Background: an optimization exercise with open tools, aiming at small area, a short achievable clock period and few clock cycles. Do not read the settings as production practice. RTL that was checked went through simulation tests only; none was proved equivalent to the original. Only the layout flow was run in run 1; the RTL was not checked for function there. Power is estimated from default activity; no workload was simulated.

--- flow/flow/run.sh ---
#!/bin/bash
# Standard layout, with the port buffers made of sky130_fd_sc_hd__buf_1
# instead of the delay buffer buffer_ports picks by default.
set -euo pipefail
export BUFFER_PORTS_ARGS="-buffer_cell sky130_fd_sc_hd__buf_1"
bash standard.sh > standard.log 2>&1
--- flow/standard.sh ---
#!/bin/bash
# synth_recipe.tcl (not shown) runs the flow's synth.tcl, then flattens the netlist and writes it again
# the make line also repeats each setting of config.mk as NAME=value (left out here)
make -C /OpenROAD-flow-scripts/flow DESIGN_CONFIG=/design/flow/config.mk WORK_HOME=/design/flow/orfs CLKGATE_MAP_FILE= SYNTH_SCRIPT=/design/flow/synth_recipe.tcl "${@:-finish}"
--- flow/config.mk ---
export PLATFORM = sky130hd
export DESIGN_NAME = cpuCore
export DESIGN_NICKNAME = cpuCore
export VERILOG_FILES = /design/flow/design.v
export SDC_FILE = /design/flow/constraint.sdc
export NUM_CORES = 4
export LEC_CHECK = 0
export CAP_MARGIN = 20
export CORE_AREA = 5.06 5.44 215.41 214.88
export CTS_BUF_LIST = sky130_fd_sc_hd__clkbuf_4 sky130_fd_sc_hd__clkbuf_8
export DIE_AREA = 0 0 220.41 220.32
export SETUP_SLACK_MARGIN = 2.0
export SLEW_MARGIN = 20
export TNS_END_PERCENT = 5
--- flow/constraint.sdc ---
create_clock -name core_clock -period 5.0 [get_ports {CLK}]
set_input_delay 1.0000 -clock core_clock [delete_from_list [all_inputs] [get_ports {CLK}]]
set_output_delay 1.0000 -clock core_clock [all_outputs]
set_load 0.01 [all_outputs]
--- flow/design.v ---
`timescale 1ns/1ps
module cpuCore (
  input  logic        CLK,
  input  logic        RST,
  input  logic        en,
  input  logic        start,
  output logic [7:0]  instAddr,
  input  logic [15:0] inst,
  output logic [7:0]  dataAddr,
  output logic        dataWe,
  output logic [15:0] dataOut,
  input  logic [15:0] dataIn,
  output logic        running
);
  localparam logic [4:0] OP_HALT = 5'b00001, OP_LOAD = 5'b00010, OP_STORE = 5'b00011,
    OP_ADD = 5'b10000, OP_ADDI = 5'b10001, OP_SUB = 5'b10011, OP_SUBI = 5'b10100,
    OP_INC = 5'b10110, OP_LDIL = 5'b10111, OP_LDIH = 5'b11000, OP_XOR = 5'b11001,
    OP_AND = 5'b11010, OP_OR = 5'b11011;
  logic        runQ, haltedQ, resumed;
  logic [7:0]  pc;
  logic [15:0] regs [8];
  logic [7:0]  valid;   
  logic [15:0] opA, opB;
  logic [3:0]  eShamt;
  logic [2:0]  eDest;
  logic [3:0]  eOff;
  logic        eWrites, eHalt, eStore, eInvB, eCin, eSra;
  logic        eSelSum, eSelLog, eSelShl, eSelShr, eSelLoad;
  logic [3:0]  eTt, fTt;
  logic [15:0] logicOut;
  logic [15:0] sum, shIn, shl, shr, res;
  logic [4:0]  fOp;
  logic [7:0]  fImm;
  logic [15:0] rA, rB, vA, nB, immValA, immValB;
  logic [7:0]  eWriting, usable, matchA, matchB;
  logic        fwdA, fwdB, immA, immB, bUsesD, fWrites;
  assign instAddr = pc;
  assign fOp  = inst[15:11];
  assign fImm = inst[7:0];
  assign bUsesD = (fOp == OP_STORE) || (fOp == OP_ADDI) || (fOp == OP_SUBI);
  assign immA   = (fOp == OP_ADDI) || (fOp == OP_SUBI);
  assign immValA = (fOp == OP_SUBI) ? {8'hFF, ~fImm} : {8'h00, fImm};
  always_comb begin
    case (fOp)
      OP_LDIL: begin immB = 1'b1; immValB = {8'h00, fImm}; end
      OP_LDIH: begin immB = 1'b1; immValB = {fImm, 8'h00}; end
      OP_INC:  begin immB = 1'b1; immValB = 16'd1; end
      default: begin immB = 1'b0; immValB = 16'd0; end
    endcase
  end
  always_comb begin
    for (int i = 0; i < 8; i++) begin
      eWriting[i] = runQ && eWrites && eDest == 3'(i);
      usable[i]   = valid[i] && !eWriting[i];
      matchA[i]   = inst[6:4] == 3'(i);
      matchB[i]   = bUsesD ? inst[10:8] == 3'(i) : inst[2:0] == 3'(i);
    end
  end
  assign fwdA = |(matchA & eWriting) && !immA;
  assign fwdB = |(matchB & eWriting) && !immB;
  always_comb begin
    rA = '0;
    rB = '0;
    for (int i = 0; i < 8; i++) begin
      rA = rA | ({16{matchA[i] && usable[i] && !immA}} & regs[i]);
      rB = rB | ({16{matchB[i] && usable[i] && !immB}} & regs[i]);
    end
  end
  assign vA = rA | ({16{immA}} & immValA) | ({16{fwdA}} & res);
  assign nB = rB | immValB | ({16{fwdB}} & res);
  always_comb begin
    case (fOp)
      OP_XOR:  fTt = 4'b0110;
      OP_AND:  fTt = 4'b1000;
      OP_OR:   fTt = 4'b1110;
      default: fTt = 4'b1010;
    endcase
  end
  assign fWrites = (fOp == OP_LOAD) || (fOp[4] && fOp != 5'b10010 && fOp != 5'b10101);
  always_ff @(posedge CLK) begin
    opA      <= vA;
    opB      <= nB;
    eShamt   <= nB[3:0] & {4{fOp[4:2] == 3'b111}};   
    eDest    <= inst[10:8];
    eOff     <= inst[3:0];
    eWrites  <= fWrites;
    eHalt    <= (fOp == OP_HALT);
    eStore   <= (fOp == OP_STORE);
    eInvB    <= (fOp == OP_SUB);
    eCin     <= (fOp == OP_SUB) || (fOp == OP_SUBI);
    eSra     <= fOp[0] && fOp[4:1] == 4'b1111;
    eSelSum  <= (fOp == OP_ADD) || (fOp == OP_ADDI) || (fOp == OP_SUB) ||
                (fOp == OP_SUBI) || (fOp == OP_INC);
    eSelLog  <= (fOp == OP_XOR) || (fOp == OP_AND) || (fOp == OP_OR) ||
                (fOp == OP_LDIL) || (fOp == OP_LDIH);
    eTt      <= fTt;
    eSelShl  <= (fOp[4:1] == 4'b1110);
    eSelShr  <= (fOp[4:1] == 4'b1111);
    eSelLoad <= (fOp == OP_LOAD);
  end
  assign sum = opA + (opB ^ {16{eInvB}}) + {15'd0, eCin};
  always_comb begin
    for (int i = 0; i < 16; i++) begin
      shIn[i] = eSelShl ? opA[15-i] : opA[i];
    end
    shr = 16'($signed({eSra & opA[15], shIn}) >>> eShamt);
    for (int i = 0; i < 16; i++) begin
      shl[i] = shr[15-i];
    end
  end
  always_comb begin
    for (int i = 0; i < 16; i++) begin
      logicOut[i] = eTt[{opA[i], opB[i]}];
    end
  end
  assign res = ({16{eSelSum}}  & sum) |
               ({16{eSelLog}}  & logicOut) |
               ({16{eSelShl}}  & shl) |
               ({16{eSelShr}}  & shr) |
               ({16{eSelLoad}} & dataIn);
  always_ff @(posedge CLK) begin
    if (runQ && eWrites) begin
      regs[eDest] <= res;
    end
  end
  always_ff @(posedge CLK or posedge RST) begin
    if (RST) begin
      valid <= '0;
    end else if (runQ && eWrites) begin
      valid[eDest] <= 1'b1;
    end
  end
  assign dataAddr = opA[7:0] + {4'h0, eOff};
  assign dataOut  = opB;
  assign dataWe   = runQ && eStore;
  assign running = runQ && !(eHalt && !resumed);
  always_ff @(posedge CLK or posedge RST) begin
    if (RST) begin
      runQ    <= 1'b0;
      haltedQ <= 1'b0;
      resumed <= 1'b0;
      pc      <= '0;
    end else begin
      resumed <= 1'b0;
      if (runQ) begin
        if (eHalt) begin
          runQ    <= 1'b0;
          haltedQ <= 1'b1;
        end else if (!en) begin
          runQ <= 1'b0;   
        end else begin
          pc <= pc + 8'd1;
        end
      end else if (en && start && !haltedQ) begin
        runQ    <= 1'b1;
        resumed <= 1'b1;
        pc      <= pc + 8'd1;
      end
    end
  end
endmodule
==> results of run 1 <==
[metal layers]
metal,vias to the layer above,GRT usage
met5,-,0
met2,705,0.263
met4,8,0.0616
met3,130,0.0402
li1,4407,-
met1,5017,0.219
[sequential cells by signal, summed over array words and instances (netlist names)]
register and flops:
eSelSum 1, eStore 1, valid 8, eHalt 1, eSelShr 1, haltedQ 1
eDest 3, eInvB 1, eSelLoad 1, pc 8, eOff 4, eSelShl 1
eShamt 4, eSelLog 1, runQ 1, resumed 1, eWrites 1, opB 16
regs 128, eTt 3, eCin 1, eSra 1, opA 16
[worst max-delay path: cells and delay by family, from the launching register on]
kind | cells | cell delay, ps
fa+ha+maj | 1 | 410
simple gates | 3 | 390
flops | 1 | 380
buf+inv | 2 | 260
xor+xnor | 1 | 170
compound gates | 1 | 70
[what timing repair did]
action	CTS	global route
pin swaps	13	8
endpoints found under the hold margin	0	0
setup endpoints to repair	170	152
gates cloned	0	1
setup buffers	8	9
gates resized for setup	42	31
[layout make-up]
type	instances	share of cell area
sequential	204	0.393
clock buffer	48	0.0419
tap	592	0.0530
clock inverter	12	0.0132
multi-input combinational	754	0.443
timing repair buffer	118	0.0482
inverter	28	0.00780
[worst paths after layout]
| path | from | to | slack [ps] | cells after the start |
|---|---|---|---|---|
| setup / recovery | opA[1] | dataAddr[6] | 1810 | 8 |
| hold / removal | haltedQ | resumed | 450 | 1 |
| setup reg to reg | opA[0] | opA[12] | 1830 | 14 |
| hold reg to reg | haltedQ | resumed | 450 | 1 |
| max in group asynchronous | RST | valid[6] | 3980 | 2 |
| min in group asynchronous | RST | pc[3] | 570 | 2 |
[where the power goes]
group	total, mW	switching, mW	internal (mW)
Combinational	1.34	0.799	0.542
Clock	1.68	0.663	1.02
Sequential	2.19	0.227	1.97
Total	5.21	1.69	3.52
[per-stage QoR]
step | instance area [µm²] | hold slack [ps]
after floorplan | 11800 | 423
after global routing | 14000 | 478
after CTS | 13700 | 454
after global placement | 12800 | 439
final | 14000 | 454
after detailed placement | 12800 | 445
[synth_stat cells, drive strengths merged (4+ instances only)]
| master | instances |
|---|---|
| a211oi | 7 |
| a22o | 20 |
| a21o | 17 |
| inv | 28 |
| a22oi | 42 |
| nor2b | 8 |
| a211o | 7 |
| nand2 | 96 |
| nand3b | 5 |
| mux4 | 22 |
| o21a | 4 |
| and2 | 7 |
| mux2 | 21 |
| edfxtp | 128 |
| nand2b | 18 |
| nor2 | 54 |
| nor3b | 5 |
| mux2i | 33 |
| o2111ai | 19 |
| and3 | 7 |
| dfxtp | 57 |
| a221o | 16 |
| nor3 | 22 |
| a222oi | 27 |
| nor4 | 7 |
| a221oi | 41 |
| xor2 | 22 |
| dfrtp | 19 |
| a21oi | 28 |
| or3 | 5 |
| clkbuf | 47 |
| o22ai | 8 |
| nand3 | 19 |
| o21ai | 40 |
| nand4 | 25 |
| ha | 25 |
| buf | 24 |
| a41oi | 6 |
| nor4b | 4 |
| xnor2 | 19 |
[cell families after synthesis]
logic type	after synthesis	share of synthesized area
AO/OA/AOI/OAI	309	0.210
XOR/XNOR	41	0.0307
adder cells (fa/ha/maj)	28	0.0319
buffers and inverters	99	0.0370
flip-flops	204	0.467
multiplexers	76	0.0915
AND/OR/NAND/NOR	299	0.133
[cells in the final DEF, fill, tap and decap left out, types with 23 or more instances in the layout]
master    synthesis  layout
a21oi_1          28      27
a221oi_1         38      30
a222oi_1         27      27
a22oi_1          42      42
buf_1             3      60
buf_4             0      45
clkbuf_8          0      36
dfxtp_1          57      47
edfxtp_1        128     128
ha_1             25      23
inv_1            28      25
mux2i_1          32      29
nand2_1          96      96
nand4_1          25      25
nor2_1           54      54
o21ai_0          39      37
==> out/qor.yml, run 1 <==
die:
  rows: 77
  die_w_um: 220
  io_pins: 70
  die_h_um: 220
  dieArea_um2: 48600
  core_um2: 44000
  initial_core_util: 0.266
critical_path:
  crit_chain: "clkinvlp_4 -> fa_2 -> nor2b_2 -> o21ai_2 -> nand2b_1 -> nand3_1 -> xnor2_1 -> buf_2"
  required_ps: 4000
  crit_slowest_cell: "fa_2"
  cpPeakStageDelay_ps: 410
  endpoint_kind: "primary output"
  cp.arrival_ps: 2190
  critPathLaunchType: "register"
  crit_type: "reg2out"
  cp_max_fo: 3
clocking:
  numCtsBuffers: 34
  htreeDepth: 2
  root_buffer: "clkbuf_8"
  cts_buffer_depth: 3
  path_clk_slew_ps: 60
  cts_tree: "yes"
  cts_hold_buf: 0
  cts.sinks: 204
  clkLatencyLatePin_ps: 530
placement:
  io_buffer_count: 69
  dp_cells: 1678
  gp_congestion: 0.949
  dpl.hpwl_um: 28700
  place_ws_ps: 1040
status:
  status: "timing/DRC/antenna clean"
timing:
  layout_min_cycle_time_ps: 3190
  max_freq_mhz: 314
  worst_pin_slew_ps: 957
  fin_ws_ps: 1810
  setup_tns_ps: 0
  fin_crit_sh: 0.638
  slew_viol_final: 0
  finalSetupViolCount: 0
  grt_setup_unrepaired: "yes"
  finalClockSkew_ps: 31.9
  hold_viol: 0
  max_slew_margin: 0.359
route:
  first_pass_iters: 6
  wl_met3_um: 4740
  drc_errors: 0
  met1_length_um: 16500
  routed_via_density: 5.85
  wl_um: 42400
  ant_nets: 0
  vias: 10300
  drtIter0Drc: 1266
  dr_wl_met2_um: 19700
  top_layer_used: "met5"
  post_drt_wl_per_cell_um: 24.1
global_route:
  grt_start_max_net_pins: 25
  grt_use_total: 0.165
  grt_overflow: 0
  antenna_found_initial: 4
  grt_pass1_vias: 9687
  grt_pass1_wl_um: 61400
finish:
  multiInputGateArea_um2: 6190
  n_antenna_cell: 0
  fill_cells: 4451
  post-route-util: 0.317
  final_cells: 1756
  syn_to_final_growth_pct: 19.4
  drive_above_1_share: 0.209
  finalNetCount: 1204
  regArea_um2: 5490
synthesis:
  synth.area.top_cells: "edfxtp_1, dfxtp_1, mux4_2, dfrtp_1, nand2_1"
  syn_inst: 1056
  ys_types: 85
  yosysTopAreaCell: "edfxtp_1"
  synth-edff-count: 128
  yosys.area.top_type_share: 0.329
  synth-main-ff-cell: "edfxtp_1"
  ys_seq_area_frac: 0.467
  syn-num-nets: 1120
  yosysWarnings: 1
  async_flop_share: 0.0931
  netlist_area_um2: 11700
  synth.avg_cell_area_um2: 11.1
  ys_ff_latch: 204
worst_hold_path:
  hold_path.class: "reg2reg"
power:
  power.density_nw_per_um2: 373
  peakVddDrop_uv: 166
  total_power_mw: 5.21
  leakagePower_nw: 4.91
flow_run:
  maxCapViolations: 0
==> run 2, diff against run 1 <==
--- a/flow/design.v
+++ b/flow/design.v
@@ -23,3 +23,2 @@
   logic [15:0] opA, opB;
-  logic [3:0]  eShamt;
   logic [2:0]  eDest;
@@ -82,3 +81,2 @@
     opB      <= nB;
-    eShamt   <= nB[3:0] & {4{fOp[4:2] == 3'b111}};   
     eDest    <= inst[10:8];
@@ -105,3 +103,3 @@
     end
-    shr = 16'($signed({eSra & opA[15], shIn}) >>> eShamt);
+    shr = 16'($signed({eSra & opA[15], shIn}) >>> opB[3:0]);
     for (int i = 0; i < 16; i++) begin
--- a/flow/config.mk
+++ b/flow/config.mk
@@ -13,2 +13,2 @@
 export SLEW_MARGIN = 20
-export TNS_END_PERCENT = 5
+export TNS_END_PERCENT = 20
==> run 2 against run 1 <==
Net effect:
- still clean on timing, DRC and antenna
- total power shrank 11%
- register-to-register slack better by 60 ps
- hold slack improved by 11 ps
- sequential cell count shrank 4
- setup slack better by 75 ps
- sequential power down 2%
- final area is 5.6% lower
- utilization decreased by 1.8 points
- global-route usage decreased by 0.64 points
- fmax grew 2.4%
==> out/qor.yml, run 2 <==
status:
  status: "timing/DRC/antenna clean"
clocking:
  root_buffer: "clkbuf_8"
  cts.sinks: 200  # -2.0%
  htreeDepth: 4  # +2
  cts_buffer_depth: 2  # -1
  cts_tree: "yes"
  path_clk_slew_ps: 110  # +50 ps
  numCtsBuffers: 17  # -50%
  cts_hold_buf: 0  # unchanged
  clkLatencyLatePin_ps: 480  # -50 ps
route:
  met1_length_um: 16100  # -2.5%
  post_drt_wl_per_cell_um: 23.1  # -4.2%
  routed_via_density: 5.60  # -4.2%
  drtIter0Drc: 1291  # +2.0%
  drc_errors: 0  # unchanged
  ant_nets: 0  # unchanged
  wl_met3_um: 3510  # -26%
  top_layer_used: "met4"
  vias: 9611  # -6.4%
  dr_wl_met2_um: 18500  # -6.3%
  wl_um: 39700  # -6.4%
  first_pass_iters: 8  # +2
timing:
  fin_ws_ps: 1890  # +74.7 ps
  finalSetupViolCount: 0  # unchanged
  fin_crit_sh: 0.623  # -0.0149
  slew_viol_final: 0  # unchanged
  setup_tns_ps: 0  # unchanged
  hold_ws_ps: 466  # +11.4 ps
  max_freq_mhz: 321  # +2.4%
  worst_pin_slew_ps: 1180  # +228 ps
  grt_setup_unrepaired: "yes"
  finalClockSkew_ps: 22.3  # -9.65 ps
  hold_viol: 0  # unchanged
  max_slew_margin: 0.205  # -0.154
  layout_min_cycle_time_ps: 3110  # -74.7 ps
synthesis:
  ys_types: 74  # -13%
  netlist_area_um2: 11300  # -3.6%
  syn-num-nets: 1096  # -2.1%
  synthMuxAreaShare: 0.0757  # -0.0157
  synth_common_cells: "edfxtp_1, nand2_1, a22oi_1"
  synth_adder_area_share: 0.0331  # +0.00121
  yosys.area.top_type_share: 0.341  # +0.0124
  yosysTopAreaCell: "edfxtp_1"
  synth_compound_area_frac: 0.213  # +0.00371
  yosysWarnings: 1  # unchanged
  synth.avg_cell_area_um2: 10.9  # -1.4%
  synth-main-ff-cell: "edfxtp_1"
  synthSimpleGateAreaFrac: 0.131  # -0.00208
  syn_inst: 1032  # -2.3%
  synth-edff-count: 128  # unchanged
  ys_seq_area_frac: 0.477  # +0.0106
  post-synth-top-count-cell: "edfxtp_1"
  ys_ff_latch: 200  # -2.0%
  synth_xor_area_frac: 0.0334  # +0.00272
  synth_top_family_by_area: "compound AO/OA/AOI/OAI gates"
  synth.area.top_cells: "edfxtp_1, dfxtp_1, a22oi_1, dfrtp_1, nand2_1"
  async_flop_share: 0.0950  # +0.00186
placement:
  gp_congestion: 0.905  # -4.6%
  dpl.hpwl_um: 27300  # -4.9%
  place_ws_ps: 788  # -248 ps
  dp_cells: 1656  # -1.3%
  place_area_um2: 12300  # -3.4%
  io_buffer_count: 69  # unchanged
die:
  die_h_um: 220  # unchanged
  io_pins: 70  # unchanged
  dieArea_um2: 48600  # unchanged
  rows: 77  # unchanged
  core_um2: 44000  # unchanged
  initial_core_util: 0.256  # -0.00969
  die_w_um: 220  # unchanged
finish:
  largest_register_ffs: 128  # unchanged
  finalNetCount: 1174  # -2.5%
  final_cells: 1716  # -2.3%
  final_common_cell: "edfxtp_1"
  final_cell_area_um2: 13200  # -5.6%
  top_regs: "regs: 128 flops, opA: 16 flops, opB: 16 flops"
  drive_above_1_share: 0.184  # -0.0244
  syn_to_final_growth_pct: 16.9
  layout_common_cells: "edfxtp_1, nand2_1, a22oi_1"
  top_register: "regs"
flow_run:
  maxCapViolations: 0  # unchanged
global_route:
  grt_use_total: 0.159  # -0.00637
  grt_pass1_vias: 9384  # -3.1%
  antenna_found_initial: 0  # -4
  grt_pass1_wl_um: 58800  # -4.2%
  grt_overflow: 0  # unchanged
  grt_start_max_net_pins: 20  # -20%
critical_path:
  crit_type: "reg2reg"
  cp.arrival_ps: 3400  # +1210 ps
  cp_max_fo: 10  # +7
  cp_top_family: "compound AO/OA/AOI/OAI gates"
  crit_chain: "buf_6 -> mux4_2 -> mux2_2 -> a2111oi_2 -> o21ai_2 -> a32o_1 -> nor3b_4 -> o2111ai_1"
  critPathLaunchType: "register"
  cpPeakStageDelay_ps: 540  # +130 ps
  path_buf_inv: 1  # -1
  crit_slowest_cell: "mux4_2"
  required_ps: 5280  # +1280 ps
  endpoint_kind: "register"
power:
  peakVddDrop_uv: 161  # -3.2%
  power.density_nw_per_um2: 352  # -5.6%
  leakagePower_nw: 4.78  # -2.7%
worst_hold_path:
  hold_path.class: "reg2reg"
==> run 2: path summary, 6_finish.rpt <==
path | start | endpoint | slack [ps] | cells after the start
min reg2reg | eHalt | haltedQ | 470 | 1
min in group asynchronous | RST | haltedQ | 610 | 2
min | eHalt | haltedQ | 470 | 1
max | opB[0] | opA[13] | 1890 | 8
max in group asynchronous | RST | valid[7] | 3900 | 2
max reg2reg | opB[0] | opA[13] | 1890 | 8
==> run 2: stage by stage <==
step                      power (mW)   util
after floorplan                 3.03      -
after global placement          3.48  0.280
after detailed placement        3.49  0.280
after CTS                       4.61  0.296
after global routing            4.85  0.299
final                           4.64  0.299
==> run 2: cells by family after synthesis <==
kind of cell / Yosys count
AO/OA/AOI/OAI: 315
AND/OR/NAND/NOR: 288
flip-flops: 200
buffers and inverters: 97
multiplexers: 61
XOR/XNOR: 43
adder cells (fa/ha/maj): 28
==> run 2: cell type report <==
class	count	area [µm²]
Timing Repair Buffer	125	744
Tap cell	592	741
Antenna cell	1	2.50
Fill cell	4487	30900
Inverter	31	120
Multi-Input combinational cell	735	5750
Clock buffer	18	248
Sequential cell	200	5410
Clock inverter	14	168
==> run 2: per-layer routing <==
metal,up-vias,track usage
met5,-,0
met4,0,0.0701
met3,99,0.0272
met2,596,0.258
met1,4707,0.209
li1,4209,-
==> run 2: report_power, final <==
group | internal [mW] | total [mW] | switching, mW
clock | 0.471 | 1.07 | 0.594
combinational | 0.573 | 1.43 | 0.860
sequential | 1.93 | 2.15 | 0.215
==> run 2: what timing repair did <==
item	CTS	global route
pin swaps	15	16
setup buffers	21	6
setup endpoints to repair	167	72
gates resized for setup	38	20
Testbench counts of run 2, summed over its fixed seeds: cycles 9,192.
==> run 3, diff against run 2 <==
--- a/flow/config.mk
+++ b/flow/config.mk
@@ -11,2 +11,3 @@
 export DIE_AREA = 0 0 220.41 220.32
+export PLACE_DENSITY = 0.55
 export SETUP_SLACK_MARGIN = 2.0
==> run 3 against run 2 <==
Net effect:
- still clean
- hold slack worse by 6.5 ps
- sequential cell count unchanged
- clock-buffer cell count down 1
==> out/qor.yml, run 3 <==
critical_path:
  endpoint_kind: "register"
  crit_type: "reg2reg"
  required_ps: 5300  # +20 ps
  r2r_start: "eInvB"
  cp_max_fo: 3  # -7
  worst-r2r-cell-count: 13  # +5
  cp_top_family: "compound AO/OA/AOI/OAI gates"
  reg2reg_slack_ps: 1840  # -50 ps
  r2r_end: "opA[10]"
  path_buf_inv: 3  # +2
  crit_chain: "buf_12 -> xnor2_4 -> fa_2 -> inv_2 -> fa_2 -> a21oi_2 -> o211ai_1 -> o41ai_2 -> buf_4 -> a21boi_2 -> xor2_2 -> a221oi_4 -> o2111ai_1"
  crit_slowest_cell: "a221oi_4"
  critPathLaunchType: "register"
  cpPeakStageDelay_ps: 480  # -60 ps
  critPathMostFrequentCell: "fa_2"
  cp.arrival_ps: 3460  # +60 ps
finish:
  finalNetCount: 1178  # +0.34%
  largest_register_ffs: 128  # unchanged
  final_cells: 1720  # +0.23%
  regArea_um2: 5410  # about the same
  final_common_cell: "edfxtp_1"
  layout_common_cells: "edfxtp_1, nand2_1, a22oi_1"
  fill_cells: 4529  # +0.94%
  drive_above_1_share: 0.192  # +0.00733
  syn_to_final_growth_pct: 18.3
  multiInputGateArea_um2: 5830  # +1.4%
  top_regs: "regs: 128 flops, opA: 16 flops, opB: 16 flops"
  top_register: "regs"
timing:
  setup_tns_ps: 0  # unchanged
  finalSetupViolCount: 0  # unchanged
  grt_setup_unrepaired: "yes"
  hold_viol: 0  # unchanged
  finalClockSkew_ps: 18.1  # -4.20 ps
  worst_pin_slew_ps: 1170  # -14.6 ps
  fin_crit_sh: 0.632  # +0.00967
  max_freq_mhz: 316  # -1.5%
  slew_viol_final: 0  # unchanged
  layout_min_cycle_time_ps: 3160  # +48.3 ps
  max_slew_margin: 0.215  # +0.00979
power:
  leakagePower_nw: 4.85  # +1.6%
  power.density_nw_per_um2: 351  # -0.30%
  peakVddDrop_uv: 169  # +4.8%
global_route:
  grt_use_met1: 0.223  # +0.0135
  gr-usage-met2: 0.265  # +0.00718
  grt_pass1_vias: 9402  # +0.19%
  grtUsageMet3: 0.0267  # -0.000547
  grt_overflow: 0  # unchanged
  grt_start_max_net_pins: 23  # +15%
  grt_use_total: 0.164  # +0.00535
  grt_pass1_wl_um: 60100  # +2.2%
  antenna_found_initial: 1  # +1
  grt-busiest-layer: "met2"
die:
  dieArea_um2: 48600  # unchanged
  die_w_um: 220  # unchanged
  initial_core_util: 0.256  # unchanged
  rows: 77  # unchanged
  core_um2: 44000  # unchanged
  die_h_um: 220  # unchanged
  io_pins: 70  # unchanged
route:
  drc_errors: 0  # unchanged
  routed_via_density: 5.56  # -0.77%
  ant_nets: 0  # unchanged
  drtIter0Drc: 1078  # -16%
  wl_um: 40700  # +2.7%
  post_drt_wl_per_cell_um: 23.7  # +2.5%
  vias: 9559  # -0.54%
  first_pass_iters: 6  # -2
synthesis:
  async_flop_share: 0.0950  # unchanged
  yosys.area.top_type_share: 0.341  # unchanged
  syn_inst: 1032  # unchanged
  synthMuxAreaShare: 0.0757  # unchanged
  synth_common_cells: "edfxtp_1, nand2_1, a22oi_1"
  ys_ff_latch: 200  # unchanged
  yosysWarnings: 1  # unchanged
  syn-num-nets: 1096  # unchanged
  synth_compound_area_frac: 0.213  # unchanged
  yosysTopAreaCell: "edfxtp_1"
  ys_types: 74  # unchanged
  post-synth-top-count-cell: "edfxtp_1"
  synth_xor_area_frac: 0.0334  # unchanged
  ys_seq_area_frac: 0.477  # unchanged
  synthSimpleGateAreaFrac: 0.131  # unchanged
  synth-main-ff-cell: "edfxtp_1"
  synth.avg_cell_area_um2: 10.9  # unchanged
  synth_top_family_by_area: "compound AO/OA/AOI/OAI gates"
  synth_adder_area_share: 0.0331  # unchanged
  synth.area.top_cells: "edfxtp_1, dfxtp_1, a22oi_1, dfrtp_1, nand2_1"
  netlist_area_um2: 11300  # unchanged
  synth-edff-count: 128  # unchanged
flow_run:
  maxCapViolations: 0  # unchanged
clocking:
  path_clk_slew_ps: 110  # about the same
  root_buffer: "clkbuf_8"
  cts_buffer_depth: 2  # unchanged
  clkLatencyLatePin_ps: 490  # about the same
  htreeDepth: 4  # unchanged
  cts.sinks: 200  # unchanged
  numCtsBuffers: 17  # unchanged
  cts_tree: "yes"
placement:
  gp_congestion: 0.924  # +2.1%
  dp_cells: 1651  # -0.30%
  dpl.hpwl_um: 27400  # +0.34%
  io_buffer_count: 69  # unchanged
worst_hold_path:
  hold_path.class: "reg2reg"
  whs_path_depth: 1  # unchanged
  hold_start: "haltedQ"
  hold_end: "resumed"
status:
  status: "timing/DRC/antenna clean"
==> run 3: cell counts after synthesis <==
No cell type changed its count.
==> run 3: metrics by stage <==
step	total power, mW	setup WS [ps]	hold slack [ps]	cell area, µm²	utilization
floorplan	3.03	1980	422	11400	-
global placement	3.50	883	444	12300	0.280
detailed placement	3.51	785	448	12300	0.280
CTS	4.63	1840	457	13100	0.298
global route	4.90	1770	474	13300	0.303
finish	4.68	1840	459	13300	0.303
==> run 3: cell type report <==
type	instances	area share
Sequential cell	200	0.406
Clock inverter	15	0.0140
Multi-Input combinational cell	735	0.437
Clock buffer	17	0.0176
Antenna cell	1	0.000188
Tap cell	592	0.0556
Inverter	31	0.00873
Timing Repair Buffer	129	0.0609
==> run 3: repair_timing <==
item | 4_1_cts | 5_1_grt
hold buffers | 0 | 0
cloned | 0 | 0
pin swaps | 18 | 13
endpoints found under the setup margin | 167 | 115
resized for setup | 51 | 12
endpoints found under the hold margin | 0 | 0
setup buffers | 23 | 13
==> run 3: where the power goes <==
group          switching, mW  leakage [nW]  internal (mW)
clock network          0.660         0.212          0.391
registers              0.223          1.86           1.93
logic                  0.885          2.78          0.592
==> run 3: worst max path at each step <==
stage                         from           to  slack (ps)  cells past startpoint
after floorplan           inst[14]       opB[5]        1980                     11
after global placement    inst[13]       opB[0]         880                      8
after detailed placement  inst[13]       opB[9]         790                      8
after CTS                   opA[1]  dataAddr[7]        1840                      7
after global routing         eInvB      opA[10]        1770                     13
final                        eInvB      opA[10]        1840                     13
==> run 3: worst register-to-register path: cells and delay by family, from the launching register on <==
kind | cells | cell delay [ps]
adder cells (fa/ha/maj) | 2 | 590
flip-flops | 1 | 340
AO/OA/AOI/OAI | 6 | 1360
XOR/XNOR | 2 | 320
buffers and inverters | 3 | 380
==> run 3: cells by family (layout without fill, tap and decap cells) <==
family,count (synthesis),after routing
AND/OR/NAND/NOR,288,288
multiplexers,61,61
other,0,1
AO/OA/AOI/OAI,315,315
flip-flops,200,200
XOR/XNOR,43,43
buffers and inverters,97,192
adder cells (fa/ha/maj),28,28
==> run 3: metal layers <==
layer / wire length [µm] / vias to the layer above
met1: 16800 / 4682
met2: 19100 / 556
met4: 1540 / 0
li1: - / 4222
met3: 3350 / 99
met5: 0 / -
==> run 4, diff against run 3 <==
--- a/flow/config.mk
+++ b/flow/config.mk
@@ -11,3 +11,3 @@
 export DIE_AREA = 0 0 220.41 220.32
-export PLACE_DENSITY = 0.55
+export GPL_ROUTABILITY_DRIVEN = 0
 export SETUP_SLACK_MARGIN = 2.0
==> run 4 against run 3 <==
Net effect:
- register-to-register slack got worse by 95 ps
- clock skew increased by 2.6 ps
- combinational power is 5% lower
- non-clock buffer count did not move
- final cell count about the same
- setup slack lost 95 ps
- clock-buffer cell count increased by 1
- hold slack better by 13 ps
- still clean on timing, DRC and antenna
- clock power barely moved
- fmax fell by 2.9%
- sequential cell count is the same
==> out/qor.yml, run 4 <==
global_route:
  grt_pass1_wl_um: 58900  # -2.0%
  grt_use_total: 0.159  # -0.00560
  grt_start_max_net_pins: 20  # -13%
  antenna_found_initial: 0  # -1
  grt_pass1_vias: 9504  # +1.1%
  grt_overflow: 0  # unchanged
synthesis:
  syn_inst: 1032  # unchanged
  ys_types: 74  # unchanged
  yosysTopAreaCell: "edfxtp_1"
  async_flop_share: 0.0950  # unchanged
  post-synth-top-count-cell: "edfxtp_1"
  synth.avg_cell_area_um2: 10.9  # unchanged
  synth-edff-count: 128  # unchanged
  synth_common_cells: "edfxtp_1, nand2_1, a22oi_1"
  ys_ff_latch: 200  # unchanged
  yosys.area.top_type_share: 0.341  # unchanged
  syn-num-nets: 1096  # unchanged
  netlist_area_um2: 11300  # unchanged
  synth.area.top_cells: "edfxtp_1, dfxtp_1, a22oi_1, dfrtp_1, nand2_1"
  synth-main-ff-cell: "edfxtp_1"
  yosysWarnings: 1  # unchanged
  ys_seq_area_frac: 0.477  # unchanged
finish:
  n_antenna_cell: 0  # -1
  drive_above_1_share: 0.180  # -0.0115
  layout_common_cells: "edfxtp_1, nand2_1, a22oi_1"
  top_regs: "regs: 128 flops, opA: 16 flops, opB: 16 flops"
  fill_cells: 4521  # -0.18%
  top_register: "regs"
  regArea_um2: 5410  # about the same
  final_common_cell: "edfxtp_1"
  multiInputGateArea_um2: 5710  # -2.0%
  syn_to_final_growth_pct: 16.2
  finalNetCount: 1178  # unchanged
  largest_register_ffs: 128  # unchanged
route:
  drtIter0Drc: 1262  # +17%
  post_drt_wl_per_cell_um: 22.9  # -3.4%
  first_pass_iters: 9  # +3
  vias: 9627  # +0.71%
  ant_nets: 0  # unchanged
  wl_um: 39300  # -3.5%
  routed_via_density: 5.60  # +0.77%
  drc_errors: 0  # unchanged
die:
  rows: 77  # unchanged
  dieArea_um2: 48600  # unchanged
  core_um2: 44000  # unchanged
  initial_core_util: 0.256  # unchanged
  die_w_um: 220  # unchanged
  io_pins: 70  # unchanged
  die_h_um: 220  # unchanged
critical_path:
  critPathLaunchType: "register"
  cpPeakStageDelay_ps: 350  # -130 ps
  required_ps: 5210  # -90 ps
  crit_chain: "buf_12 -> xnor2_4 -> fa_2 -> inv_2 -> fa_2 -> a21oi_2 -> o211ai_1 -> o41ai_2 -> buf_4 -> a221oi_2 -> xor2_1 -> a221oi_2 -> buf_4 -> clkinvlp_4"
  cp.arrival_ps: 3470  # about the same
  worst-r2r-cell-count: 14  # +1
  r2r_start: "eInvB"
  crit_slowest_cell: "fa_2"
  endpoint_kind: "register"
  reg2reg_slack_ps: 1740  # -100 ps
  crit_type: "reg2reg"
  r2r_end: "regs[0][12]"
  cp_max_fo: 8  # +5
timing:
  fin_ws_ps: 1740  # -95.0 ps
  layout_min_cycle_time_ps: 3260  # +95.0 ps
  fin_crit_sh: 0.651  # +0.0190
  grt_setup_unrepaired: "yes"
  setup_tns_ps: 0  # unchanged
  worst_pin_slew_ps: 1160  # -5.95 ps
  finalClockSkew_ps: 20.7  # +2.63 ps
  max_freq_mhz: 307  # -2.9%
  finalSetupViolCount: 0  # unchanged
  max_slew_margin: 0.219  # +0.00400
  hold_viol: 0  # unchanged
  slew_viol_final: 0  # unchanged
placement:
  place_ws_ps: 862  # +76.4 ps
  io_buffer_count: 69  # unchanged
  dpl.hpwl_um: 27100  # -1.0%
flow_run:
  maxCapViolations: 0  # unchanged
worst_hold_path:
  hold_start: "haltedQ"
  hold_path.class: "reg2reg"
  hold_end: "resumed"
  whs_path_depth: 1  # unchanged
clocking:
  cts_tree: "yes"
  cts_buffer_depth: 2  # unchanged
  htreeDepth: 4  # unchanged
  clkLatencyLatePin_ps: 490  # about the same
  root_buffer: "clkbuf_8"
  cts.sinks: 200  # unchanged
  path_clk_slew_ps: 100  # about the same
  cts_hold_buf: 0  # unchanged
  numCtsBuffers: 17  # unchanged
power:
  power.density_nw_per_um2: 350  # -0.33%
  leakagePower_nw: 4.78  # -1.5%
  peakVddDrop_uv: 157  # -6.9%
status:
  status: "timing/DRC/antenna clean"
==> run 4: cell counts after synthesis <==
No cell type changed its count.
==> run 4: per-stage QoR <==
| stage | power [mW] | hold WS, ps | std cells | instance area [µm²] | util |
|---|---|---|---|---|---|
| floorplan | 3.03 | 422 | 1032 | 11400 | - |
| global placement | 3.46 | 444 | 1654 | 12300 | 0.280 |
| detailed placement | 3.49 | 446 | 1654 | 12300 | 0.280 |
| CTS | 4.57 | 469 | 1719 | 13100 | 0.297 |
| global route | 4.79 | 495 | 1719 | 13100 | 0.298 |
| finish | 4.59 | 472 | 1719 | 13100 | 0.298 |
==> run 4: report_power, final <==
part	switching [mW]	leakage (nW)	internal, mW
Clock	0.602	0.199	0.420
Combinational	0.842	2.72	0.565
Sequential	0.226	1.86	1.93
Total	1.67	4.78	2.92
==> run 4: worst max-delay path by stage <==
stage,start,endpoint,slack (ps),depth (start not counted)
floorplan,inst[14],opB[5],1980,11
global placement,inst[13],opB[5],1000,8
detailed placement,inst[13],opB[5],860,8
CTS,opA[1],dataAddr[7],1800,7
global route,eInvB,regs[0][12],1620,14
finish,eInvB,regs[0][12],1740,14
==> run 4: critical path: cells and delay by family, from the launching register on <==
family	cells	cell delay (ps)
adders and majority gates	2	590
DFF	1	340
xor gates and xnor gates	2	320
buffers and inverters	5	710
AOI/OAI and AO/OA	5	1010
==> run 4: cells by family (layout without fill, tap and decap cells) <==
kind of cell,count (synthesis),count (layout),share of synthesized area
mux,61,61,0.0757
compound gates,315,315,0.213
simple gates,288,288,0.131
fa+ha+maj,28,28,0.0331
flops,200,200,0.477
xor+xnor,43,43,0.0334
buf+inv,97,192,0.0366
==> run 4: area by class of cell <==
type,count,share of cell area
multi-input combinational,735,0.436
sequential,200,0.413
tap,592,0.0565
timing repair buffer,129,0.0562
clock buffer,18,0.0189
clock inverter,14,0.0103
inverter,31,0.00946
==> run 4: what timing repair did <==
item                       in CTS  in global routing
setup endpoints to repair     167                122
buffers inserted               33                  0
pin swaps                      18                  2
cloned                          0                  0
resized for setup              45                  2
==> run 4: metal layers <==
layer	wire length (µm)	track usage	up-vias
met2	18200	0.258	596
met5	0	0	-
met3	3840	0.0315	118
li1	-	-	4229
met1	15700	0.208	4684
met4	1570	0.0647	0
==> run 5, diff against run 4 <==
--- a/flow/config.mk
+++ b/flow/config.mk
@@ -11,4 +11,3 @@
 export DIE_AREA = 0 0 220.41 220.32
-export GPL_ROUTABILITY_DRIVEN = 0
-export SETUP_SLACK_MARGIN = 2.0
+export SETUP_SLACK_MARGIN = 2.1
 export SLEW_MARGIN = 20
==> run 5 against run 4 <==
Net effect:
- critical path type unchanged
- first-iteration DRC count increased by 15%
- register-to-register slack better by 30 ps
- die area did not move
- setup slack improved by 32 ps
- clock-buffer cell count grew 1
- sequential power about the same
- wire length up 1.1%
- global-route usage rose by 0.064 points
- largest cell class unchanged
- total power is 0.46% higher
- synthesized cell count stayed put
- final area increased by 0.45%
==> out/qor.yml, run 5 <==
status:
  status: "timing/DRC/antenna clean"
power:
  seq_power_share: 0.468  # -0.002
  p_int_mw: 2.94  # +0.65%
  p_sw_frac: 0.363  # -0.00122
  peakVddDrop_uv: 158  # +0.71%
  p_sw_mw: 1.67  # +0.12%
  clkPwrFrac: 0.222  # about the same
  leakagePower_nw: 4.78  # about the same
  p_comb_frac: 0.310  # +0.003
  power.density_nw_per_um2: 350  # about the same
die:
  die_h_um: 220  # unchanged
  core_um2: 44000  # unchanged
  initial_core_util: 0.256  # unchanged
  rows: 77  # unchanged
  io_pins: 70  # unchanged
  dieArea_um2: 48600  # unchanged
  die_w_um: 220  # unchanged
route:
  drtIter0Drc: 1449  # +15%
  routed_via_density: 5.64  # +0.65%
  post_drt_wl_per_cell_um: 23.2  # +1.3%
  first_pass_iters: 7  # -2
  ant_nets: 0  # unchanged
  drc_errors: 0  # unchanged
  vias: 9673  # +0.48%
  wl_um: 39700  # +1.1%
timing:
  fin_ws_ps: 1770  # +31.9 ps
  setup_tns_ps: 0  # unchanged
  finalSetupViolCount: 0  # unchanged
  max_freq_mhz: 310  # +0.99%
  worst_pin_slew_ps: 1100  # -64.3 ps
  slew_viol_final: 0  # unchanged
  finalClockSkew_ps: 14.6  # -6.12 ps
  hold_ws_ps: 464  # -8.63 ps
  grt_setup_unrepaired: "yes"
  layout_min_cycle_time_ps: 3230  # -31.9 ps
  hold_viol: 0  # unchanged
  max_slew_margin: 0.267  # +0.0481
  fin_crit_sh: 0.645  # -0.00638
finish:
  multiInputGateArea_um2: 5760  # +0.90%
  post-route-util: 0.299  # +0.00134
  final_common_cell: "edfxtp_1"
  regArea_um2: 5400  # about the same
  fill_cells: 4497  # -0.53%
  largest_register_ffs: 128  # unchanged
  syn_to_final_growth_pct: 16.7
  finalNetCount: 1174  # -0.34%
  drive_above_1_share: 0.183  # +0.00242
  top_regs: "regs: 128 flops, opA: 16 flops, opB: 16 flops"
  top_register: "regs"
  layout_common_cells: "edfxtp_1, nand2_1, a22oi_1"
synthesis:
  ys_seq_area_frac: 0.477  # unchanged
  synthMuxAreaShare: 0.0757  # unchanged
  synth-edff-count: 128  # unchanged
  synth_adder_area_share: 0.0331  # unchanged
  synth_compound_area_frac: 0.213  # unchanged
  ys_ff_latch: 200  # unchanged
  synth.area.top_cells: "edfxtp_1, dfxtp_1, a22oi_1, dfrtp_1, nand2_1"
  synth-main-ff-cell: "edfxtp_1"
  synth_xor_area_frac: 0.0334  # unchanged
  yosysTopAreaCell: "edfxtp_1"
  async_flop_share: 0.0950  # unchanged
  yosys.area.top_type_share: 0.341  # unchanged
  post-synth-top-count-cell: "edfxtp_1"
  synth.avg_cell_area_um2: 10.9  # unchanged
  syn_inst: 1032  # unchanged
  synthSimpleGateAreaFrac: 0.131  # unchanged
  ys_types: 74  # unchanged
  yosysWarnings: 1  # unchanged
  syn-num-nets: 1096  # unchanged
  synth_top_family_by_area: "compound AO/OA/AOI/OAI gates"
  netlist_area_um2: 11300  # unchanged
  synth_common_cells: "edfxtp_1, nand2_1, a22oi_1"
global_route:
  grt_pass1_wl_um: 58900  # about the same
  grt_use_total: 0.159  # +0.000640
  antenna_found_initial: 2  # +2
  grt_start_max_net_pins: 21  # +5.0%
  grt_pass1_vias: 9372  # -1.4%
  grt_overflow: 0  # unchanged
clocking:
  clkLatencyLatePin_ps: 480  # about the same
  cts_buffer_depth: 2  # unchanged
  cts_tree: "yes"
  root_buffer: "clkbuf_8"
  cts_hold_buf: 0  # unchanged
  path_clk_slew_ps: 100  # about the same
  htreeDepth: 4  # unchanged
  cts.sinks: 200  # unchanged
  numCtsBuffers: 17  # unchanged
critical_path:
  crit_type: "reg2reg"
  cpPeakStageDelay_ps: 360  # about the same
  path_buf_inv: 4  # -1
  worst-r2r-cell-count: 14  # unchanged
  critPathLaunchType: "register"
  crit_chain: "buf_12 -> xnor2_4 -> fa_2 -> inv_2 -> fa_2 -> a21oi_2 -> o211ai_1 -> o41ai_2 -> buf_4 -> a21boi_1 -> xor2_1 -> a221oi_4 -> buf_6 -> o2111ai_1"
  reg2reg_slack_ps: 1770  # +30 ps
  crit_slowest_cell: "fa_2"
  cp.arrival_ps: 3510  # +40 ps
  cp_max_fo: 3  # -5
  critPathMostFrequentCell: "fa_2"
  r2r_start: "eInvB"
  cp_top_family: "compound AO/OA/AOI/OAI gates"
  endpoint_kind: "register"
  required_ps: 5280  # +70 ps
  r2r_end: "opA[10]"
placement:
  gp_congestion: 0.972
  place_ws_ps: 915  # +52.9 ps
  dpl.hpwl_um: 27400  # +1.1%
  io_buffer_count: 69  # unchanged
worst_hold_path:
  hold_path.class: "reg2reg"
  whs_path_depth: 1  # unchanged
  hold_end: "resumed"
  hold_start: "haltedQ"
flow_run:
  maxCapViolations: 0  # unchanged
run 5: cell type report:
type / count / share of cell area
clock inverters: 13 / 0.0106
inverters: 31 / 0.00941
clock buffers: 19 / 0.0194
flip-flops and latches: 200 / 0.411
multi-input cells: 736 / 0.438
repair buffers: 124 / 0.0555
diodes: 1 / 0.000190
well taps: 592 / 0.0563
run 5: routing by layer:
layer,vias up,GRT usage,share of wire
li1,4216,-,-
met3,98,0.0254,0.098
met4,0,0.0630,0.037
met5,-,0,0
met1,4727,0.212,0.40
met2,632,0.260,0.47
run 5: repair_timing:
item	in CTS	in global routing
endpoints found under the setup margin	167	140
resized for setup	55	9
pin swaps	21	12
cloned	1	0
setup buffers	23	4
run 5: stage by stage:
stage	std cells	total power [mW]	cell area (µm²)
6_report	1716	4.61	13200
3_5_place_dp	1655	3.49	12300
5_1_grt	1716	4.83	13200
4_1_cts	1711	4.58	13100
3_3_place_gp	1655	3.47	12300
2_1_floorplan	1032	3.03	11400
run 5: worst max path at each step:
stage / from / to / depth (start not counted)
floorplan: inst[14] / opB[5] / 11
global route: eInvB / opA[10] / 14
detailed placement: inst[13] / opB[5] / 8
finish: eInvB / opA[10] / 14
CTS: opA[0] / dataAddr[6] / 9
global placement: inst[13] / opB[9] / 9
run 5: worst reg2reg max path, delay by kind of cell, from the launching register on:
| family | cells | cell delay (ps) |
|---|---|---|
| AOI/OAI and AO/OA | 6 | 1240 |
| adders and majority gates | 2 | 590 |
| buffers and inverters | 4 | 530 |
| DFF | 1 | 340 |
| xor gates and xnor gates | 2 | 320 |
run 5: power by group through the flow:
stage          registers [mW]  logic [mW]  clock network [mW]
2_1_floorplan            2.09       0.939                   0
3_3_place_gp             2.19        1.27                   0
3_5_place_dp             2.20        1.29                   0
4_1_cts                  2.15        1.39                1.05
5_1_grt                  2.17        1.54                1.11
6_report                 2.16        1.43                1.02
run 5: kinds of logic (layout without fill, tap and decap cells):
family,after synthesis,count (layout)
xor+xnor,43,43
other cells,0,1
mux,61,61
flops,200,200
compound gates,315,316
buf+inv,97,187
fa+ha+maj,28,28
simple gates,288,288
==> run 6, diff against run 5 <==
--- a/flow/config.mk
+++ b/flow/config.mk
@@ -11,3 +11,3 @@
 export DIE_AREA = 0 0 220.41 220.32
-export SETUP_SLACK_MARGIN = 2.1
+export SETUP_SLACK_MARGIN = 2.05
 export SLEW_MARGIN = 20
==> run 6 against run 5 <==
Net effect:
- fmax is 1.8% higher
- die area did not move
- sequential cell count stayed put
- sequential power is essentially flat
- combinational power is 3% higher
- first-iteration DRC count decreased by 8.0%
- critical path type unchanged
- still clean
- critical path depth shrank 5
- clock-buffer cell count increased by 1
- highest routed layer unchanged
- total power is 0.11% higher
- final area increased by 1.3%
==> out/qor.yml, run 6 <==
die:
  die_h_um: 220  # unchanged
  io_pins: 70  # unchanged
  dieArea_um2: 48600  # unchanged
  die_w_um: 220  # unchanged
  rows: 77  # unchanged
  initial_core_util: 0.256  # unchanged
  core_um2: 44000  # unchanged
clocking:
  path_clk_slew_ps: 110  # about the same
  cts.sinks: 200  # unchanged
  cts_buffer_depth: 2  # unchanged
  root_buffer: "clkbuf_8"
  htreeDepth: 4  # unchanged
  numCtsBuffers: 17  # unchanged
  cts_tree: "yes"
  clkLatencyLatePin_ps: 480  # about the same
synthesis:
  ys_seq_area_frac: 0.477  # unchanged
  synth-main-ff-cell: "edfxtp_1"
  synth.area.top_cells: "edfxtp_1, dfxtp_1, a22oi_1, dfrtp_1, nand2_1"
  syn_inst: 1032  # unchanged
  yosys.area.top_type_share: 0.341  # unchanged
  syn-num-nets: 1096  # unchanged
  synth-edff-count: 128  # unchanged
  netlist_area_um2: 11300  # unchanged
  ys_types: 74  # unchanged
  yosysWarnings: 1  # unchanged
  yosysTopAreaCell: "edfxtp_1"
  synth_common_cells: "edfxtp_1, nand2_1, a22oi_1"
  ys_ff_latch: 200  # unchanged
  async_flop_share: 0.0950  # unchanged
  synth.avg_cell_area_um2: 10.9  # unchanged
  post-synth-top-count-cell: "edfxtp_1"
timing:
  grt_setup_unrepaired: "yes"
  slew_viol_final: 0  # unchanged
  worst_pin_slew_ps: 1460  # +360 ps
  hold_viol: 0  # unchanged
  max_freq_mhz: 316  # +1.8%
  finalClockSkew_ps: 16.4  # +1.84 ps
  setup_tns_ps: 0  # unchanged
  layout_min_cycle_time_ps: 3170  # -57.0 ps
  finalSetupViolCount: 0  # unchanged
  max_slew_margin: 0.0204  # -0.246
  fin_crit_sh: 0.634  # -0.0114
critical_path:
  crit_path_start: "eDest[0]"
  cpPeakStageDelay_ps: 1150  # +790 ps
  worst-r2r-cell-count: 9  # -5
  endpoint_kind: "register"
  required_ps: 5290  # about the same
  crit_type: "reg2reg"
  crit_chain: "inv_1 -> ha_1 -> ha_1 -> nand2_1 -> mux2i_1 -> nand2b_1 -> a21oi_1 -> o21ai_1 -> o2111ai_1"
  cp.arrival_ps: 3460  # -50 ps
  r2r_end: "opA[13]"
  crit_slowest_cell: "o21ai_1"
  critPathMostFrequentCell: "ha_1"
  reg2reg_slack_ps: 1830  # +60 ps
  r2r_start: "eDest[0]"
  critPathLaunchType: "register"
  cp_max_fo: 9  # +6
finish:
  finalNetCount: 1182  # +0.68%
  layout_common_cells: "edfxtp_1, nand2_1, a22oi_1"
  syn_to_final_growth_pct: 18.3
  largest_register_ffs: 128  # unchanged
  fill_cells: 4484  # -0.29%
  final_common_cell: "edfxtp_1"
  drive_above_1_share: 0.202  # +0.0199
  final_cells: 1723  # +0.41%
  n_antenna_cell: 0  # -1
  top_regs: "regs: 128 flops, opA: 16 flops, opB: 16 flops"
  top_register: "regs"
worst_hold_path:
  hold_end: "valid[3]"
  hold_path.class: "reg2reg"
  whs_path_depth: 1  # unchanged
  hold_start: "valid[3]"
global_route:
  antenna_found_initial: 0  # -2
  grt_pass1_vias: 9338  # -0.36%
  grt_use_total: 0.160  # +0.00101
  grt_overflow: 0  # unchanged
  grt_pass1_wl_um: 58700  # -0.20%
  grt_start_max_net_pins: 20  # -4.8%
route:
  drtIter0Drc: 1333  # -8.0%
  drc_errors: 0  # unchanged
  post_drt_wl_per_cell_um: 23.5  # +1.3%
  wl_um: 40400  # +1.7%
  first_pass_iters: 8  # +1
  vias: 9734  # +0.63%
  routed_via_density: 5.65  # +0.22%
  ant_nets: 0  # unchanged
status:
  status: "timing/DRC/antenna clean"
placement:
  dpl.hpwl_um: 27000  # -1.4%
  io_buffer_count: 69  # unchanged
  gp_congestion: 0.906  # -6.8%
  dp_cells: 1653  # -0.12%
power:
  leakagePower_nw: 4.85  # +1.6%
  peakVddDrop_uv: 180  # +14%
  power.density_nw_per_um2: 346  # -1.2%
flow_run:
  maxCapViolations: 0  # unchanged
-- run 6: cell counts after synthesis --
No cell type changed its count.
-- run 6: worst max-delay path by stage --
stage                        to  slack [ps]  depth (start not counted)
floorplan                opB[5]        1980                         11
global route        dataAddr[7]        1780                          7
global placement         opB[6]        1080                          7
finish                  opA[13]        1830                          9
CTS                      opB[6]        1850                          8
detailed placement       opB[9]         950                          8
-- run 6: critical path: cells and delay by family (launching register included) --
| family | cells | cell delay, ps |
|---|---|---|
| buffers and inverters | 1 | 170 |
| AO/OA/AOI/OAI | 3 | 1540 |
| multiplexers | 1 | 70 |
| AND/OR/NAND/NOR | 2 | 190 |
| flip-flops | 1 | 520 |
| adder cells (fa/ha/maj) | 2 | 490 |
-- run 6: area by class of cell --
class	instances	area [µm²]	share of cell area
clock buffers	20	269	0.0202
clock inverters	12	118	0.00882
inverters	31	123	0.00920
multi-input cells	736	5850	0.439
flip-flops and latches	200	5410	0.406
well taps	592	741	0.0556
repair buffers	132	822	0.0616
-- run 6: metal layers --
metal / vias to the layer above / GRT usage / share of wire
li1: 4227 / - / -
met1: 4742 / 0.214 / 0.40
met2: 638 / 0.260 / 0.46
met3: 127 / 0.0290 / 0.10
met4: 0 / 0.0601 / 0.041
met5: - / 0 / 0
-- run 6: stage by stage --
stage,util,total power [mW],cell area [µm²],hold slack (ps),worst slack (ps)
6_report,0.303,4.61,13300,468,1830
5_1_grt,0.303,4.82,13300,499,1780
4_1_cts,0.295,4.54,13000,472,1850
3_5_place_dp,0.280,3.50,12300,439,954
3_3_place_gp,0.280,3.48,12300,445,1080
2_1_floorplan,-,3.03,11400,422,1980
-- run 6: power breakdown --
group          switching [mW]  internal, mW  total (mW)
Sequential              0.221          1.93        2.15
Combinational           0.892         0.593        1.48
Clock                   0.585         0.393       0.977
-- run 6: logic make-up (layout without fill, tap and decap cells) --
kind of cell,count (synthesis),after routing,share of synthesized area
compound gates,315,316,0.213
simple gates,288,288,0.131
flops,200,200,0.477
buf+inv,97,195,0.0366
mux,61,61,0.0757
xor+xnor,43,43,0.0334
fa+ha+maj,28,28,0.0331
-- run 6: repair_timing --
| item | CTS | global route |
|---|---|---|
| buffers inserted | 19 | 18 |
| endpoints found under the setup margin | 167 | 116 |
| pin swaps | 12 | 20 |
| hold buffers | 0 | 0 |
| hold endpoints to repair | 0 | 0 |
| gates cloned | 0 | 1 |
| gates resized for setup | 47 | 36 |
==> run 7, diff against run 6 <==
--- a/flow/config.mk
+++ b/flow/config.mk
@@ -11,3 +11,3 @@
 export DIE_AREA = 0 0 220.41 220.32
-export SETUP_SLACK_MARGIN = 2.05
+export SETUP_SLACK_MARGIN = 1.95
 export SLEW_MARGIN = 20
==> run 7 against run 6 <==
Net effect:
- still clean on timing, DRC and antenna
- synthesized cell count unchanged
- sequential power about the same
- wire length decreased by 0.75%
==> out/qor.yml, run 7 <==
critical_path:
  critPathLaunchType: "register"
  crit_type: "reg2reg"
  endpoint_kind: "register"
  r2r_start: "eInvB"
  crit_path_start: "eInvB"
  cp.arrival_ps: 3520  # +60 ps
  required_ps: 5300  # about the same
  cp_max_fo: 3  # -6
route:
  vias: 9671  # -0.65%
  wl_um: 40100  # -0.75%
  post_drt_wl_per_cell_um: 23.2  # -1.2%
  drc_errors: 0  # unchanged
  drtIter0Drc: 1330  # -0.23%
  ant_nets: 0  # unchanged
  routed_via_density: 5.59  # -1.0%
  first_pass_iters: 10  # +2
placement:
  gp_congestion: 0.963  # +6.3%
  dpl.hpwl_um: 27700  # +2.6%
  place_ws_ps: 815  # -139 ps
  io_buffer_count: 69  # unchanged
timing:
  finalClockSkew_ps: 15.3  # -1.13 ps
  layout_min_cycle_time_ps: 3220  # +52.6 ps
  max_freq_mhz: 310  # -1.6%
  grt_setup_unrepaired: "yes"
  max_slew_margin: 0.264  # +0.244
  setup_tns_ps: 0  # unchanged
  fin_ws_ps: 1780  # -52.6 ps
  slew_viol_final: 0  # unchanged
  hold_viol: 0  # unchanged
  finalSetupViolCount: 0  # unchanged
  fin_crit_sh: 0.644  # +0.0105
  worst_pin_slew_ps: 1100  # -362 ps
finish:
  largest_register_ffs: 128  # unchanged
  final_common_cell: "edfxtp_1"
  drive_above_1_share: 0.191  # -0.0116
  layout_common_cells: "edfxtp_1, nand2_1, a22oi_1"
  syn_to_final_growth_pct: 17.2
  top_register: "regs"
  finalNetCount: 1188  # +0.51%
  fill_cells: 4498  # +0.31%
  top_regs: "regs: 128 flops, opA: 16 flops, opB: 16 flops"
global_route:
  gr-usage-met2: 0.266  # +0.00616
  grt_use_total: 0.162  # +0.00140
  antenna_found_initial: 1  # +1
  grt_use_met1: 0.211  # -0.00339
  grt_overflow: 0  # unchanged
  grtUsageMet3: 0.0254  # -0.00356
  grt_start_max_net_pins: 20  # unchanged
  grt_pass1_wl_um: 59700  # +1.6%
  grt-busiest-layer: "met2"
  grt_pass1_vias: 9444  # +1.1%
clocking:
  cts_tree: "yes"
  cts.sinks: 200  # unchanged
  clkLatencyLatePin_ps: 480  # about the same
  numCtsBuffers: 17  # unchanged
  htreeDepth: 4  # unchanged
  cts_buffer_depth: 2  # unchanged
  root_buffer: "clkbuf_8"
  cts_hold_buf: 0  # unchanged
  path_clk_slew_ps: 110  # about the same
die:
  rows: 77  # unchanged
  die_h_um: 220  # unchanged
  die_w_um: 220  # unchanged
  core_um2: 44000  # unchanged
  io_pins: 70  # unchanged
  initial_core_util: 0.256  # unchanged
  dieArea_um2: 48600  # unchanged
flow_run:
  maxCapViolations: 0  # unchanged
synthesis:
  ys_seq_area_frac: 0.477  # unchanged
  synth.area.top_cells: "edfxtp_1, dfxtp_1, a22oi_1, dfrtp_1, nand2_1"
  yosysTopAreaCell: "edfxtp_1"
  async_flop_share: 0.0950  # unchanged
  post-synth-top-count-cell: "edfxtp_1"
  yosys.area.top_type_share: 0.341  # unchanged
  synth-edff-count: 128  # unchanged
  synth-main-ff-cell: "edfxtp_1"
  synth.avg_cell_area_um2: 10.9  # unchanged
  ys_types: 74  # unchanged
  syn_inst: 1032  # unchanged
  synth_common_cells: "edfxtp_1, nand2_1, a22oi_1"
  yosysWarnings: 1  # unchanged
  netlist_area_um2: 11300  # unchanged
  syn-num-nets: 1096  # unchanged
  ys_ff_latch: 200  # unchanged
power:
  peakVddDrop_uv: 179  # -0.94%
  leakagePower_nw: 4.83  # -0.53%
  power.density_nw_per_um2: 348  # +0.52%
worst_hold_path:
  hold_path.class: "reg2reg"
  hold_start: "haltedQ"
status:
  status: "timing/DRC/antenna clean"
-- run 7: cell counts after synthesis --
No cell type changed its count.
-- run 7: worst paths after layout --
kind                             to  slack [ps]  cells after the start
min in group asynchronous     pc[1]         600                      2
setup / recovery            opA[14]        1780                     13
hold reg to reg             resumed         460                      1
max in group asynchronous  valid[5]        3940                      2
hold / removal              resumed         460                      1
setup reg to reg            opA[14]        1780                     13
-- run 7: cell families after synthesis --
logic type,Yosys count,share of synthesized area
flops,200,0.477
simple gates,288,0.131
mux,61,0.0757
xor+xnor,43,0.0334
buf+inv,97,0.0366
compound gates,315,0.213
fa+ha+maj,28,0.0331
-- run 7: critical path: stages, from the launching register on --
cell	delay (ps)
dfxtp_2	340
buf_12	130
xnor2_4	130
fa_2	250
inv_2	50
fa_2	400
a21oi_2	190
o211ai_1	150
o41ai_2	230
buf_4	190
a31oi_4	100
xor2_2	180
a221oi_4	440
o2111ai_2	260
-- run 7: stage by stage --
step	instances	hold slack (ps)	power [mW]	util	cell area, µm²
after floorplan	1032	422	3.02	-	11400
after global placement	1660	447	3.48	0.280	12300
after detailed placement	1660	448	3.50	0.280	12300
after CTS	1716	456	4.55	0.297	13100
after global routing	1730	477	4.82	0.300	13200
final	1730	461	4.59	0.300	13200
-- run 7: where the power goes --
group	internal, mW	leakage (nW)	switching [mW]
registers	1.93	1.86	0.204
clock network	0.385	0.198	0.600
logic	0.588	2.77	0.887
total	2.90	4.83	1.69
-- run 7: routing by layer --
metal | routed length, µm | vias to the layer above
met3 | 3370 | 114
met5 | 0 | -
met4 | 1550 | 0
met2 | 19100 | 568
met1 | 16100 | 4757
li1 | - | 4232
-- run 7: what timing repair did --
item | CTS | global route
endpoints found under the setup margin | 158 | 123
endpoints found under the hold margin | 0 | 0
gates resized for setup | 44 | 11
setup buffers | 24 | 12
pin swaps | 20 | 3
-- run 7: final cells by class --
class | instances | area [µm²] | area share
inverters | 31 | 116 | 0.00881
flip-flops and latches | 200 | 5400 | 0.409
well taps | 592 | 741 | 0.0561
clock inverters | 13 | 105 | 0.00796
repair buffers | 139 | 840 | 0.0636
clock buffers | 19 | 262 | 0.0198
multi-input cells | 735 | 5740 | 0.435
diodes | 1 | 2.50 | 0.000189
==> run 8, diff against run 7 <==
--- a/flow/config.mk
+++ b/flow/config.mk
@@ -9,5 +9,5 @@
 export CORE_AREA = 5.06 5.44 215.41 214.88
-export CTS_BUF_LIST = sky130_fd_sc_hd__clkbuf_4 sky130_fd_sc_hd__clkbuf_8
+export CTS_BUF_LIST = sky130_fd_sc_hd__clkbuf_16
 export DIE_AREA = 0 0 220.41 220.32
-export SETUP_SLACK_MARGIN = 1.95
+export SETUP_SLACK_MARGIN = 2.0
 export SLEW_MARGIN = 20
==> run 8 against run 7 <==
Net effect:
- still clean
- clock skew fell by 3.4 ps
- total power rose by 7.5%
- critical path depth fell by 5
- sequential share of layout area fell by 0.56 points
- area after synthesis did not move
- sequential cell count did not move
- setup slack improved by 150 ps
- fmax rose by 4.7%
- die area did not move
- utilization rose by 0.47 points
- register-to-register slack improved by 150 ps
- critical path type unchanged
- largest power group unchanged
- non-clock buffer count fell by 13
==> out/qor.yml, run 8 <==
timing:
  max_freq_mhz: 325  # +4.7%
  max_slew_margin: 0.228  # -0.0361
  slew_viol_final: 0  # unchanged
  worst_pin_slew_ps: 1160  # +60.2 ps
  hold_ws_ps: 459  # -1.72 ps
  fin_crit_sh: 0.615  # -0.0291
  hold_viol: 0  # unchanged
  grt_setup_unrepaired: "yes"
  layout_min_cycle_time_ps: 3080  # -146 ps
  finalSetupViolCount: 0  # unchanged
  setup_tns_ps: 0  # unchanged
  finalClockSkew_ps: 11.8  # -3.44 ps
critical_path:
  crit_slowest_cell: "mux4_2"
  cpPeakStageDelay_ps: 540  # +100 ps
  r2r_end: "opA[13]"
  cp_top_family: "compound AO/OA/AOI/OAI gates"
  cp.arrival_ps: 3330  # -190 ps
  crit_chain: "buf_6 -> mux4_2 -> mux2_2 -> a2111oi_2 -> o21ai_2 -> a32o_1 -> nor3b_4 -> o2111ai_1"
  cp_max_fo: 10  # +7
  crit_type: "reg2reg"
  r2r_start: "opB[0]"
  crit_end: "opA[13]"
  required_ps: 5250  # -50 ps
  worst-r2r-cell-count: 8  # -5
  critPathLaunchType: "register"
  crit_cells: 8  # -5
  endpoint_kind: "register"
  path_buf_inv: 1  # -2
  reg2reg_slack_ps: 1920  # +150 ps
  crit_path_start: "opB[0]"
synthesis:
  ys_ff_latch: 200  # unchanged
  syn_inst: 1032  # unchanged
  synth-main-ff-cell: "edfxtp_1"
  yosysWarnings: 1  # unchanged
  ys_types: 74  # unchanged
  netlist_area_um2: 11300  # unchanged
  synth.avg_cell_area_um2: 10.9  # unchanged
  async_flop_share: 0.0950  # unchanged
  synth_common_cells: "edfxtp_1, nand2_1, a22oi_1"
  synth-edff-count: 128  # unchanged
  post-synth-top-count-cell: "edfxtp_1"
  yosysTopAreaCell: "edfxtp_1"
  ys_seq_area_frac: 0.477  # unchanged
  syn-num-nets: 1096  # unchanged
  yosys.area.top_type_share: 0.341  # unchanged
  synth.area.top_cells: "edfxtp_1, dfxtp_1, a22oi_1, dfrtp_1, nand2_1"
die:
  dieArea_um2: 48600  # unchanged
  rows: 77  # unchanged
  die_h_um: 220  # unchanged
  io_pins: 70  # unchanged
  die_w_um: 220  # unchanged
  initial_core_util: 0.256  # unchanged
  core_um2: 44000  # unchanged
clocking:
  cts_hold_buf: 0  # unchanged
  numCtsBuffers: 17  # unchanged
  cts_tree: "yes"
  cts.sinks: 200  # unchanged
  root_buffer: "clkbuf_16"
  path_clk_slew_ps: 80  # -30 ps
  htreeDepth: 4  # unchanged
  clkLatencyLatePin_ps: 440  # -40 ps
  cts_buffer_depth: 2  # unchanged
finish:
  drive_above_1_share: 0.191  # +0.000428
  top_regs: "regs: 128 flops, opA: 16 flops, opB: 16 flops"
  largest_register_ffs: 128  # unchanged
  finalNetCount: 1175  # -1.1%
  syn_to_final_growth_pct: 19.0
  final_cells: 1716  # -0.81%
  final_common_cell: "edfxtp_1"
  post-route-util: 0.305  # +0.00472
  n_antenna_cell: 0  # -1
  top_register: "regs"
  layout_common_cells: "edfxtp_1, nand2_1, a22oi_1"
global_route:
  grt_use_total: 0.160  # -0.00204
  grt_overflow: 0  # unchanged
  grt_pass1_vias: 9391  # -0.56%
  grt_pass1_wl_um: 58900  # -1.2%
  antenna_found_initial: 0  # -1
  grt_start_max_net_pins: 20  # unchanged
placement:
  dpl.hpwl_um: 27300  # -1.6%
  io_buffer_count: 69  # unchanged
  gp_congestion: 0.905  # -6.0%
  dp_cells: 1656  # -0.24%
power:
  power.density_nw_per_um2: 368  # +5.9%
  peakVddDrop_uv: 218  # +22%
  leakagePower_nw: 4.90  # +1.4%
  total_power_mw: 4.94  # +7.5%
route:
  wl_um: 39500  # -1.4%
  ant_nets: 0  # unchanged
  drc_errors: 0  # unchanged
  routed_via_density: 5.59  # about the same
  drtIter0Drc: 1292  # -2.9%
  vias: 9600  # -0.73%
  first_pass_iters: 8  # -2
  post_drt_wl_per_cell_um: 23.0  # -0.62%
flow_run:
  maxCapViolations: 0  # unchanged
worst_hold_path:
  whs_path_depth: 1  # unchanged
  hold_path.class: "reg2reg"
status:
  status: "timing/DRC/antenna clean"
-- run 8: cell counts after synthesis --
Identical to the previous run, type by type.
-- run 8: timing repair --
action	4_1_cts	5_1_grt
setup endpoints to repair	167	76
setup buffers	20	8
resized for setup	30	40
pin swaps	12	15
-- run 8: cell type report --
cell class,instances,area (µm²)
clock buffer,19,475
clock inverter,13,111
tap,592,741
timing repair buffer,126,766
multi-input combinational,735,5790
fill,4474,30600
inverter,31,120
sequential,200,5410
-- run 8: metal layers --
layer,vias to the layer above,track usage,part of all wire
li1,4206,-,-
met1,4668,0.210,0.40
met2,601,0.257,0.46
met3,125,0.0324,0.093
met4,0,0.0659,0.045
met5,-,0,0
-- run 8: worst min path at each step --
stage / startpoint / end / slack, ps
3_5_place_dp: valid[7] / valid[7] / 440
5_1_grt: eHalt / haltedQ / 470
3_3_place_gp: valid[7] / valid[7] / 440
4_1_cts: valid[7] / valid[7] / 460
2_1_floorplan: valid[7] / valid[7] / 420
6_report: eHalt / haltedQ / 460
-- run 8: stage by stage --
step | area (µm²) | worst slack, ps
finish | 13400 | 1920
floorplan | 11400 | 1980
global route | 13400 | 1750
CTS | 13200 | 1610
detailed placement | 12300 | 788
global placement | 12300 | 891
-- run 8: report_power, final --
group	switching (mW)	internal (mW)
clock	0.637	0.709
combinational	0.866	0.582
sequential	0.214	1.93
-- run 8: logic make-up (layout without fill, tap and decap cells) --
family,after synthesis,after routing,synth area share
AOI/OAI and AO/OA,315,315,0.213
and+or+nand+nor,288,288,0.131
DFF,200,200,0.477
buffers and inverters,97,189,0.0366
muxes,61,61,0.0757
xor gates and xnor gates,43,43,0.0334
adders and majority gates,28,28,0.0331

Setup slack of run 8, layout unchanged: 1.925 ns with ideal ports, 1.889 ns with driving cells assumed (clock clkbuf_16, inputs buf_2), 1.550 ns with port delays also shifted by the 0.480 ns mid clock arrival.
